From an optimization exercise on the open Yosys and OpenROAD flow, aimed at small area, a short achievable clock period and few clock cycles per item; shortcuts taken in it are not production practice.
Function was checked by simulation only, so behaviour that the tests miss may differ from the original.
Power and IR drop assume default switching activity.

## west
==> module fir_high, before the edit <==
module fir_high #(
    parameter int NTAPS = 1021
) (
    input  logic               clk,
    input  logic               rst_n,
    input  logic               sequencing,
    input  logic signed [15:0] lft_in,
    input  logic signed [15:0] rght_in,
    input  logic signed [15:0] coef,
    output logic        [9:0]  coef_addr,
    output logic signed [15:0] lft_out,
    output logic signed [15:0] rght_out,
    output logic               valid
);
    localparam logic [9:0]  LAST_ADDR = 10'(NTAPS);
    localparam logic [30:0] BMASK = 31'h7ffffffe;
    logic       sq1_r, sq2_r;       
    logic       a1_r, a2_r;         
    logic       f1_r, f2_r;         
    logic       act_r;              
    logic       keep_l_r, keep_r_r;  
    logic       en_r_r;             
    logic [15:0] s1_l_r, s1_r_r, s2_l_r, s2_r_r;
    logic [7:0]  one_l_r, two_l_r, neg_l_r, one_r_r, two_r_r, neg_r_r;
    logic [30:0] a_l_r, b_l_r, a_r_r, b_r_r;
    logic [30:0] a_l_n, b_l_n, a_r_n, b_r_n;
    logic [7:0]  one_d, two_d, neg_d;
    logic        done_s;
    always_comb begin
        for (int i = 0; i < 8; i++) begin
            logic hi, mid, lo;
            hi  = coef[2*i+1];
            mid = coef[2*i];
            lo  = (i == 0) ? 1'b0 : coef[2*i-1];
            one_d[i] = a1_r & (mid ^ lo);
            two_d[i] = a1_r & ((hi & ~mid & ~lo) | (~hi & mid & lo));
            neg_d[i] = a1_r & hi & ~(mid & lo);
        end
    end
    assign done_s = ~|((b_l_r | b_r_r) & BMASK & 31'h3fffffff);
    always_ff @(posedge clk or negedge rst_n) begin
        if (!rst_n) begin
            coef_addr <= 10'd0;
            sq1_r     <= 1'b0;
            sq2_r     <= 1'b0;
            a1_r      <= 1'b0;
            a2_r      <= 1'b0;
            f1_r      <= 1'b0;
            f2_r      <= 1'b0;
            act_r     <= 1'b0;
            keep_l_r  <= 1'b0;
            one_r_r   <= 8'd0;
            two_r_r   <= 8'd0;
            neg_r_r   <= 8'd0;
            valid     <= 1'b0;
        end else begin
            if (!sequencing)
                coef_addr <= 10'd0;
            else if (coef_addr != LAST_ADDR)
                coef_addr <= coef_addr + 10'd1;
            sq1_r <= sequencing;
            sq2_r <= sq1_r;
            a1_r  <= sequencing && (coef_addr != LAST_ADDR);
            a2_r  <= a1_r;
            f1_r  <= sequencing && !sq1_r;
            f2_r  <= f1_r;
            act_r <= sequencing || (act_r && !valid);
            keep_l_r <= (sequencing || (act_r && !valid)) && !f1_r;
            one_r_r  <= one_d;
            two_r_r  <= two_d;
            neg_r_r  <= neg_d;
            valid <= act_r && !valid && !sq1_r && !sq2_r && done_s;
        end
    end
    always_ff @(posedge clk) begin
        s1_l_r <= lft_in;
        s1_r_r <= rght_in;
        s2_l_r <= s1_l_r;
        s2_r_r <= s1_r_r;
        one_l_r  <= one_d;
        two_l_r  <= two_d;
        neg_l_r  <= neg_d;
        en_r_r   <= a1_r;
        keep_r_r <= (sequencing || (act_r && !valid)) && !f1_r;
        a_l_r  <= a_l_n;
        b_l_r  <= b_l_n;
        a_r_r  <= a_r_n;
        b_r_r  <= b_r_n;
    end
    fir_high_csa u_csa_l (
        .x(s2_l_r), .one(one_l_r), .two(two_l_r), .neg(neg_l_r), .en(a2_r),
        .keep(keep_l_r), .a(a_l_r), .b(b_l_r & BMASK), .a_n(a_l_n), .b_n(b_l_n)
    );
    fir_high_csa u_csa_r (
        .x(s2_r_r), .one(one_r_r), .two(two_r_r), .neg(neg_r_r), .en(en_r_r),
        .keep(keep_r_r), .a(a_r_r), .b(b_r_r & BMASK), .a_n(a_r_n), .b_n(b_r_n)
    );
    assign lft_out  = {a_l_r[30] ^ b_l_r[30], a_l_r[29:15]};
    assign rght_out = {a_r_r[30] ^ b_r_r[30], a_r_r[29:15]};
endmodule
==> flow/config.mk <==
export PLATFORM = sky130hd
export DESIGN_NAME = fir_high
export DESIGN_NICKNAME = fir_high
export VERILOG_FILES = /design/flow/design.v
export SDC_FILE = /design/flow/constraint.sdc
export NUM_CORES = 4
export LEC_CHECK = 0
export CAP_MARGIN = 20
export CORE_MARGIN = 2
export CORE_UTILIZATION = 40
export SETUP_SLACK_MARGIN = 5
export SLEW_MARGIN = 20
export SYNTH_HIERARCHICAL = 1
export SYNTH_MINIMUM_KEEP_SIZE = 0
==> flow/constraint.sdc <==
create_clock -name core_clock -period 8.0 [get_ports {clk}]
set_input_delay 1.6000 -clock core_clock [delete_from_list [all_inputs] [get_ports {clk}]]
set_output_delay 1.6000 -clock core_clock [all_outputs]
set_load 0.01 [all_outputs]
run.sh (not shown) runs the stock make flow with config.mk's settings and CLKGATE_MAP_FILE= SYNTH_SCRIPT=/design/flow/synth_recipe.tcl, a recipe that flattens the netlist after the stock synthesis.
Testbench counts of west, summed over its fixed seeds: cycles 49,308, runs 48.
### west -> east
--- a/flow/design.v
+++ b/flow/design.v
@@ -35,11 +35,11 @@
             one_d[i] = a1_r & (mid ^ lo);
             two_d[i] = a1_r & ((hi & ~mid & ~lo) | (~hi & mid & lo));
             neg_d[i] = a1_r & hi & ~(mid & lo);
         end
     end
-    assign done_s = ~|((b_l_r | b_r_r) & BMASK & 31'h3fffffff);
+    assign done_s = ~|((a_l_r & b_l_r & BMASK) | (a_r_r & b_r_r & BMASK)) & 1'b1;
     always_ff @(posedge clk or negedge rst_n) begin
         if (!rst_n) begin
             coef_addr <= 10'd0;
             sq1_r     <= 1'b0;
             sq2_r     <= 1'b0;
@@ -93,12 +93,12 @@
     );
     fir_high_csa u_csa_r (
         .x(s2_r_r), .one(one_r_r), .two(two_r_r), .neg(neg_r_r), .en(en_r_r),
         .keep(keep_r_r), .a(a_r_r), .b(b_r_r & BMASK), .a_n(a_r_n), .b_n(b_r_n)
     );
-    assign lft_out  = {a_l_r[30] ^ b_l_r[30], a_l_r[29:15]};
-    assign rght_out = {a_r_r[30] ^ b_r_r[30], a_r_r[29:15]};
+    assign lft_out  = a_l_r[30:15];
+    assign rght_out = a_r_r[30:15];
 endmodule
 module fir_high_csa (
     input  logic [15:0] x,
     input  logic [7:0]  one,
     input  logic [7:0]  two,
--- outcome ---
- Cmp east vs west: post-synthesis instance area higher in east
- Diff east..west | number of flip-flops and latches | unchanged
- Looking at wire length the detailed router placed on met1, east sits 2000 um above west.
- Fraction of the cycle the final worst path needs: higher on west
- Comparing east and west, the lower number of well taps is on west.
- Register clock-pin slew on the reported worst setup and hold paths: west vs east, no meaningful difference
- Comparing the two runs side by side, east comes out ahead of west on register-to-register slack.
- Gate count of the mapped netlist, east and west: smaller value in west
- Est. power | east vs west | east higher
- Compared with west, east shows a lower clock power share.
- As of east, maximum achievable frequency had risen slightly compared to west.
Testbench counts of east, summed over its fixed seeds: cycles 49,295, runs 48.

[re-timing with driven ports]
No port has a modelled driver above. Below, the same layouts with a new extraction and two added sets of constraints. Step 1: set_driving_cell puts a clkbuf_16 on clk and a buf_2 on each other input, an assumption about the parent block. Step 2 moves the port delays by t, midway between the first and last clock arrival at a register: inputs arrive t later, outputs are due t later. That takes back most of the time a late clock gives input paths. a / b / c = ideal / step 1 / step 2; a / b = the first two.
run	shift t [ns]	setup WS [ns]	clock arrival spread, ns
west	0.630	4.533 / 4.533 / 4.533	0.020 / 0.020
east	0.630	4.588 / 4.588 / 4.588	0.021 / 0.022
After both steps every run listed still meets setup and hold.
